This is an optimization exercise on Yosys and OpenROAD, whose aim is small area and a short achievable clock period, not a production implementation. In this exercise RTL edits were held to simulation tests only and were not proved equivalent to the original. No driver is modelled on the clock port, so clock power and skew are understated where the tree is cut down; a real chip needs a root buffer or a tree. Power is estimated from default activity; no workload was simulated.

==> inputs of 09-18 <==
## ex_top
module ex_top #(
	parameter int data_width = core_pkg::gpr_width,
	parameter int pc_width = core_pkg::pc_width
) (
	input  logic                    clk,
	input  logic                    rst,
	input  ex_ctrl_pkg::alu_funct_t alu_funct,
	input  logic                    alu_src,
	input  ex_ctrl_pkg::reg_dst_t   reg_dst,
	input  logic                    fl_write_enable,
	input  logic                    mem_write_enable,
	input  logic                    is_branch,
	input  logic                    sel_jflag_branch,
	input  logic                    sel_beq_bne,
	input  logic                    sel_jt_jf,
	input  logic [1:0]              wb_res_mux,
	input  logic                    reg_write_enable,
	input  core_pkg::reg_addr_t     rs,
	input  core_pkg::reg_addr_t     rt,
	input  core_pkg::reg_addr_t     rd,
	input  logic [data_width-1:0]   data_rs,
	input  logic [data_width-1:0]   data_rt,
	input  logic [data_width-1:0]   imm,
	input  logic [pc_width-1:0]     next_pc,
	input  logic [data_width-1:0]   mem_wb_data,   
	input  core_pkg::reg_addr_t     mem_wb_dest,
	input  logic                    mem_wb_write,
	output logic                    out_mem_write_enable,
	output logic [1:0]              out_wb_res_mux,
	output logic                    out_reg_write_enable,
	output logic [data_width-1:0]   out_imm,
	output logic [pc_width-1:0]     out_next_pc,
	output logic [pc_width-1:0]     out_branch_addr,
	output logic [data_width-1:0]   out_alu_res,
	output logic [data_width-1:0]   out_mem_addr,
	output logic [data_width-1:0]   out_mem_data,
	output core_pkg::reg_addr_t     out_reg_dest,
	output logic                    branch_taken
);
clock: 7.0 ns
lec_check: 0
cap_margin: 20
core_margin: 2
core_utilization: 70
setup_slack_margin: 2.7
slew_margin: 20
synth_hierarchical: 1
synth_minimum_keep_size: 0
standard.sh (not shown) runs the stock make flow with config.mk's settings and CLKGATE_MAP_FILE= SYNTH_SCRIPT=/design/flow/synth_recipe.tcl, a recipe that flattens the netlist after the stock synthesis.
==> flow/flow/run.sh <==
#!/bin/bash
# The standard layout with two changes:
#  - every port is buffered by the smallest buffer cell instead of the delay
#    buffer the resizer picks by default;
#  - the clock tree (flow/my_cts.tcl, run in place of TritonCTS) is two levels:
#    four root clock buffers fed by the clock port, sixteen leaf buffers each
#    serving a compact cluster of about eleven registers. Every register sees
#    the same two buffers, and the insertion delay stays low.
export BUFFER_PORTS_ARGS="-buffer_cell sky130_fd_sc_hd__buf_1"
export PRE_CTS_TCL="$PWD/flow/my_cts.tcl"
bash standard.sh > standard.log 2>&1
Other scripts of this flow, unchanged in this note and not shown: flow/flow/my_cts.tcl
==> inputs of 07-05, as changes to 09-18 <==
--- a/flow/design.v
+++ b/flow/design.v
@@ -234,13 +234,13 @@
 	always_comb begin
 		g[0] = a & b;
 		p[0] = h;
 		for (int l = 0; l < 4; l++) begin
 			for (int j = 0; j < 16; j++) begin
-				if (j >= (1 << l)) begin
-					g[l + 1][j] = g[l][j] | (p[l][j] & g[l][j - (1 << l)]);
-					p[l + 1][j] = p[l][j] & p[l][j - (1 << l)];
+				if (((j >> l) & 1) == 1) begin
+					g[l + 1][j] = g[l][j] | (p[l][j] & g[l][((j >> l) << l) - 1]);
+					p[l + 1][j] = p[l][j] & p[l][((j >> l) << l) - 1];
 				end else begin
 					g[l + 1][j] = g[l][j];
 					p[l + 1][j] = p[l][j];
 				end
 			end
@@ -300,10 +300,13 @@
 	logic        sh_q;    
 	logic        left_q;  
 	logic [3:0]  lut_q;   
 	logic [4:0]  rot_q;   
 	logic        flw_q;   
+	logic        live_q;  
+	logic [31:0] imm_out;
+	logic [15:0] npc_out;
 	logic [4:0]  flags_q;  
 	logic [31:0] res;
 	logic        alu_zero;
 	logic        alu_carry;
 	logic        alu_ovf;
@@ -407,12 +410,12 @@
 			.value(rot_b[i])
 		);
 	end
 	assign rot_d = alu_src ? (left ? (5'd0 - imm[4:0]) : imm[4:0]) : rot_b;
 	pc_adder u_target (
-		.a(npc_q),
-		.b(imm_q[15:0]),
+		.a(npc_out),
+		.b(imm_out[15:0]),
 		.y(out_branch_addr)
 	);
 	always_comb begin
 		case (reg_dst)
 			2'd0: dest = rd;
@@ -436,71 +439,74 @@
 	always_ff @(posedge clk or posedge rst) begin
 		if (rst) begin
 			mwe_q <= 1'b0;
 			wbm_q <= '0;
 			rwe_q <= 1'b0;
-			imm_q <= '0;
-			npc_q <= '0;
 			dest_q <= '0;
 			taken_q <= 1'b0;
-			sub_q <= 1'b0;
 			sum_q <= 1'b0;
 			slt_q <= 1'b0;
 			sh_q <= 1'b0;
-			left_q <= 1'b0;
 			lut_q <= '0;
 			flw_q <= 1'b0;
 		end else if (squash) begin
 			mwe_q <= 1'b0;  
 			wbm_q <= '0;
 			rwe_q <= 1'b0;
-			imm_q <= '0;
-			npc_q <= '0;
 			dest_q <= '0;
 			taken_q <= 1'b0;
-			sub_q <= 1'b0;
 			sum_q <= 1'b0;
 			slt_q <= 1'b0;
 			sh_q <= 1'b0;
-			left_q <= 1'b0;
 			lut_q <= '0;
 			flw_q <= 1'b0;
 		end else begin
 			mwe_q <= mem_write_enable;
 			wbm_q <= wb_res_mux;
 			rwe_q <= reg_write_enable;
-			imm_q <= imm;
-			npc_q <= next_pc;
 			dest_q <= dest;
 			taken_q <= taken;
-			sub_q <= sub;
 			sum_q <= (alu_funct == 6'd0) || (alu_funct == 6'd1);
 			slt_q <= (alu_funct == 6'd8);
 			sh_q <= (alu_funct == 6'd6) || (alu_funct == 6'd7);
-			left_q <= left;
 			lut_q <= lut;
 			flw_q <= fl_write_enable;
 		end
 	end
 	always_ff @(posedge clk or posedge rst) begin
 		if (rst) begin
+			live_q <= 1'b0;
+		end else begin
+			live_q <= !squash;
+		end
+	end
+	always_ff @(posedge clk) begin
+		imm_q <= imm;
+		npc_q <= next_pc;
+	end
+	assign imm_out = imm_q & {32{live_q}};
+	assign npc_out = npc_q & {16{live_q}};
+	always_ff @(posedge clk or posedge rst) begin
+		if (rst) begin
 			a_q <= '0;
 			b_q <= '0;
 		end else begin
 			a_q <= a_val;
 			b_q <= b_val;
 		end
 	end
 	always_ff @(posedge clk) begin
 		hp_q <= a_val ^ op2 ^ {32{sub}};
 		rot_q <= rot_d;
+		sub_q <= sub;
+		left_q <= left;
 	end
 	assign out_mem_write_enable = mwe_q;
 	assign out_wb_res_mux = wbm_q;
 	assign out_reg_write_enable = rwe_q;
-	assign out_imm = imm_q;
-	assign out_next_pc = npc_q;
+	assign out_imm = imm_out;
+	assign out_next_pc = npc_out;
 	assign out_alu_res = res;
 	assign out_mem_addr = a_q;
 	assign out_mem_data = b_q;
 	assign out_reg_dest = dest_q;
 	assign branch_taken = taken_q;
Settings changed: CORE_UTILIZATION 70 to 60, SETUP_SLACK_MARGIN 2.7 to 2.5, TNS_END_PERCENT from default to 0.
==> notes <==
Of 09-18 and 07-05, 09-18 has the higher global-route usage (gap 11 points).
Sequential share of layout area: 09-18 is higher than 07-05 (0.27 points).
Sequential power is about the same in 09-18 and 07-05.
Against 09-18, the power of 07-05 is smaller by 11%.
Of 07-05 and 09-18, 09-18 has the higher via count (gap 12%, measured against 09-18).
Between 07-05 and 09-18, the lower register-to-register slack is in 09-18 (gap 0.33 ns).
Against 07-05, the utilization of 09-18 is higher by 14 points.
Against 09-18, the cell count of 07-05 is lower by about 1.9%.
Of 07-05 and 09-18, 07-05 has the higher sequential cell count (gap 1).
Of 09-18 and 07-05, 07-05 has the higher die area (gap about 12%, measured against 07-05).
In every run of this note, the design's own scripts or RTL, not TritonCTS, make the clock network.

========
==> inputs of run a <==
Another version of the RTL of ex_top (not shown whole).
clock: 7.0 ns
lec_check: 0
cap_margin: 20
core_margin: 2
core_utilization: 60
setup_slack_margin: 2.5
slew_margin: 20
synth_hierarchical: 1
synth_minimum_keep_size: 0
Scripts as last shown in full above: flow/flow/run.sh
Other scripts of this flow, unchanged in this note and not shown: flow/flow/my_cts.tcl
==> run b (differences from run a) <==
--- a/flow/design.v
+++ b/flow/design.v
@@ -33,14 +33,43 @@
 	localparam int unsigned flag_zero = 0;
 	localparam int unsigned flag_neg = 1;
 	localparam int unsigned flag_carry = 2;  
 	localparam int unsigned flag_ovf = 3;
 	localparam int unsigned flag_true = 4;  
 endpackage
 `timescale 1ns/1ps
+module adder32 (
+	input  logic [31:0] op1,
+	input  logic [31:0] hp,
+	input  logic        cin,
+	output logic [31:0] cy,     
+	output logic        cout
+);
+	logic [31:0] gk [0:5];
+	logic [31:0] pk [0:5];
+	always_comb begin
+		gk[0] = op1 & ~hp;
+		gk[0][0] = (op1[0] & ~hp[0]) | (hp[0] & cin);
+		pk[0] = hp;
+		for (int l = 0; l < 5; l++) begin
+			for (int j = 0; j < 32; j++) begin
+				if (((j >> l) & 1) == 1) begin
+					gk[l + 1][j] = gk[l][j] | (pk[l][j] & gk[l][((j >> l) << l) - 1]);
+					pk[l + 1][j] = pk[l][j] & pk[l][((j >> l) << l) - 1];
+				end else begin
+					gk[l + 1][j] = gk[l][j];
+					pk[l + 1][j] = pk[l][j];
+				end
+			end
+		end
+	end
+	assign cy = {gk[5][30:0], cin};
+	assign cout = gk[5][31];
+endmodule
+`timescale 1ns/1ps
 module alu (
 	input  logic [31:0] op1,
 	input  logic [31:0] hp,        
 	input  logic        sub,       
 	input  logic        use_sum,   
 	input  logic        use_slt,   
 	input  logic        use_sh,    
@@ -54,36 +83,23 @@
 );
 	logic [31:0] sum;
 	logic        cout;
 	logic        ovf_raw;
 	logic        lt;
 	logic [31:0] logic_res;
 	logic [31:0] other;    
-	logic [31:0] gk [0:5];
-	logic [31:0] pk [0:5];
 	logic [31:0] cy;     
-	always_comb begin
-		gk[0] = op1 & ~hp;
-		gk[0][0] = (op1[0] & ~hp[0]) | (hp[0] & sub);
-		pk[0] = hp;
-		for (int l = 0; l < 5; l++) begin
-			for (int j = 0; j < 32; j++) begin
-				if (j >= (1 << l)) begin
-					gk[l + 1][j] = gk[l][j] | (pk[l][j] & gk[l][j - (1 << l)]);
-					pk[l + 1][j] = pk[l][j] & pk[l][j - (1 << l)];
-				end else begin
-					gk[l + 1][j] = gk[l][j];
-					pk[l + 1][j] = pk[l][j];
-				end
-			end
-		end
-	end
-	assign cy = {gk[5][30:0], sub};
+	adder32 u_add (
+		.op1(op1),
+		.hp(hp),
+		.cin(sub),
+		.cy(cy),
+		.cout(cout)
+	);
 	assign sum = hp ^ cy;
-	assign cout = gk[5][31];
 	assign ovf_raw = !hp[31] && (sum[31] != op1[31]);
 	assign lt = sum[31] ^ ovf_raw;
 	always_comb begin
 		for (int i = 0; i < 32; i++) begin
 			logic_res[i] = (lut[3] && op1[i] && hp[i]) || (lut[2] && op1[i] && !hp[i])
 			            || (lut[1] && !op1[i] && hp[i]) || (lut[0] && !op1[i] && !hp[i]);
 		end
@@ -232,17 +248,17 @@
 	logic [15:0] h;
 	assign h = a ^ b;
 	always_comb begin
 		g[0] = a & b;
 		p[0] = h;
 		for (int l = 0; l < 4; l++) begin
 			for (int j = 0; j < 16; j++) begin
-				if (j >= (1 << l)) begin
-					g[l + 1][j] = g[l][j] | (p[l][j] & g[l][j - (1 << l)]);
-					p[l + 1][j] = p[l][j] & p[l][j - (1 << l)];
+				if (((j >> l) & 1) == 1) begin
+					g[l + 1][j] = g[l][j] | (p[l][j] & g[l][((j >> l) << l) - 1]);
+					p[l + 1][j] = p[l][j] & p[l][((j >> l) << l) - 1];
 				end else begin
 					g[l + 1][j] = g[l][j];
 					p[l + 1][j] = p[l][j];
 				end
 			end
 		end
 	end
@@ -298,14 +314,17 @@
 	logic        sum_q;   
 	logic        slt_q;
 	logic        sh_q;    
 	logic        left_q;  
 	logic [3:0]  lut_q;   
 	logic [4:0]  rot_q;   
 	logic        flw_q;   
+	logic        live_q;  
+	logic [31:0] imm_out;
+	logic [15:0] npc_out;
 	logic [4:0]  flags_q;  
 	logic [31:0] res;
 	logic        alu_zero;
 	logic        alu_carry;
 	logic        alu_ovf;
 	logic [4:0]  flags_now;
 	logic [31:0] a_val;
@@ -405,16 +424,16 @@
 			.mem_data(rot_mem[i]),
 			.reg_data(rot_reg[i]),
 			.value(rot_b[i])
 		);
 	end
 	assign rot_d = alu_src ? (left ? (5'd0 - imm[4:0]) : imm[4:0]) : rot_b;
 	pc_adder u_target (
-		.a(npc_q),
-		.b(imm_q[15:0]),
+		.a(npc_out),
+		.b(imm_out[15:0]),
 		.y(out_branch_addr)
 	);
 	always_comb begin
 		case (reg_dst)
 			2'd0: dest = rd;
 			2'd1: dest = rt;
 			2'd2: dest = 4'd15;
@@ -434,75 +453,78 @@
 		endcase
 	end
 	always_ff @(posedge clk or posedge rst) begin
 		if (rst) begin
 			mwe_q <= 1'b0;
 			wbm_q <= '0;
 			rwe_q <= 1'b0;
-			imm_q <= '0;
-			npc_q <= '0;
 			dest_q <= '0;
 			taken_q <= 1'b0;
-			sub_q <= 1'b0;
 			sum_q <= 1'b0;
 			slt_q <= 1'b0;
 			sh_q <= 1'b0;
-			left_q <= 1'b0;
 			lut_q <= '0;
 			flw_q <= 1'b0;
 		end else if (squash) begin
 			mwe_q <= 1'b0;  
 			wbm_q <= '0;
 			rwe_q <= 1'b0;
-			imm_q <= '0;
-			npc_q <= '0;
 			dest_q <= '0;
 			taken_q <= 1'b0;
-			sub_q <= 1'b0;
 			sum_q <= 1'b0;
 			slt_q <= 1'b0;
 			sh_q <= 1'b0;
-			left_q <= 1'b0;
 			lut_q <= '0;
 			flw_q <= 1'b0;
 		end else begin
 			mwe_q <= mem_write_enable;
 			wbm_q <= wb_res_mux;
 			rwe_q <= reg_write_enable;
-			imm_q <= imm;
-			npc_q <= next_pc;
 			dest_q <= dest;
 			taken_q <= taken;
-			sub_q <= sub;
 			sum_q <= (alu_funct == 6'd0) || (alu_funct == 6'd1);
 			slt_q <= (alu_funct == 6'd8);
 			sh_q <= (alu_funct == 6'd6) || (alu_funct == 6'd7);
-			left_q <= left;
 			lut_q <= lut;
 			flw_q <= fl_write_enable;
 		end
 	end
 	always_ff @(posedge clk or posedge rst) begin
 		if (rst) begin
+			live_q <= 1'b0;
+		end else begin
+			live_q <= !squash;
+		end
+	end
+	always_ff @(posedge clk) begin
+		imm_q <= imm;
+		npc_q <= next_pc;
+	end
+	assign imm_out = imm_q & {32{live_q}};
+	assign npc_out = npc_q & {16{live_q}};
+	always_ff @(posedge clk or posedge rst) begin
+		if (rst) begin
 			a_q <= '0;
 			b_q <= '0;
 		end else begin
 			a_q <= a_val;
 			b_q <= b_val;
 		end
 	end
 	always_ff @(posedge clk) begin
 		hp_q <= a_val ^ op2 ^ {32{sub}};
 		rot_q <= rot_d;
+		sub_q <= sub;
+		left_q <= left;
 	end
 	assign out_mem_write_enable = mwe_q;
 	assign out_wb_res_mux = wbm_q;
 	assign out_reg_write_enable = rwe_q;
-	assign out_imm = imm_q;
-	assign out_next_pc = npc_q;
+	assign out_imm = imm_out;
+	assign out_next_pc = npc_out;
 	assign out_alu_res = res;
 	assign out_mem_addr = a_q;
 	assign out_mem_data = b_q;
 	assign out_reg_dest = dest_q;
 	assign branch_taken = taken_q;
 endmodule
 `timescale 1ns/1ps
- TNS_END_PERCENT: unset -> 0
==> results.txt <==
Result of the run: run b no timing/DRC/antenna violations; run a no timing/DRC/antenna violations
Path length in cells of the critical path: run b 9; run a 8
Mean instance size in the synthesized netlist: run b 8.97 um2; run a 9.18 um2
Achievable frequency: run b 221 MHz; run a 222 MHz
Clock latency at the later pin of the worst-skew pair: run b 0.33 ns; run a 0.30 ns
Final Non-Filler Cells: run b 2178; run a 2192
Mux cell area share after synthesis: run b 16.4%; run a 18.1%
Area after detailed placement: run b 15400 um2; run a 15900 um2
Static leakage: run b 6.45 nW; run a 6.55 nW
Global routing usage on met2: run b 60.7%; run a 65.0%
Height of the die: run b 157 um; run a 160 um
Floorplan Core Area: run b 22800 um2; run a 24100 um2
Cells resized by post-CTS repair: run b 12; run a 20
Crit path launch: run b u_ex.a_q[18]$_DFF_PP0_; run a u_ex.rot_q[1]$_DFF_P_
XOR/XNOR share of the synthesized area: run b 8.37%; run a 8.83%
Wire length of the first global-routing pass: run b 75.5 mm; run a 80.0 mm
Inverters: run b 110; run a 104
Biggest cell delay along the critical path: run b 0.61 ns; run a 0.59 ns
Last weighted congestion value of the routability-driven placer: run b 1.03; run a 1.11
In every run of this note, the design's own scripts or RTL, not TritonCTS, make the clock network.

==> afterwards: timing with drivers on the ports <==
No port has a modelled driver above. Below, the same layouts with a new extraction and two added sets of constraints.
Step 1 assumes that a clkbuf_16 drives the clock port and a buf_2 every other input.
Step 2, shift: input delay + t, output delay - t, t = (earliest + latest rising clock arrival at the registers) / 2. This alone moves slack from input paths to output paths.
a / b / c = no drivers / after step 1 / after step 2; a / b = the first two.
| run | t, ns | setup WS [ns] | worst setup path at the end | worst register clock-pin slew, ns |
|---|---|---|---|---|
| 09-18 | 0.407 | 2.347 / 2.233 / 2.512 | register to register | 0.08 / 0.08 |
| 07-05 | 0.394 | 2.472 / 2.367 / 2.762 | register to output | 0.08 / 0.08 |
| run a | 0.392 | 2.498 / 2.393 / 2.723 | register to register | 0.08 / 0.08 |
| run b | 0.401 | 2.477 / 2.372 / 2.622 | input to register | 0.11 / 0.11 |
After both steps setup and hold are still met in every run listed.
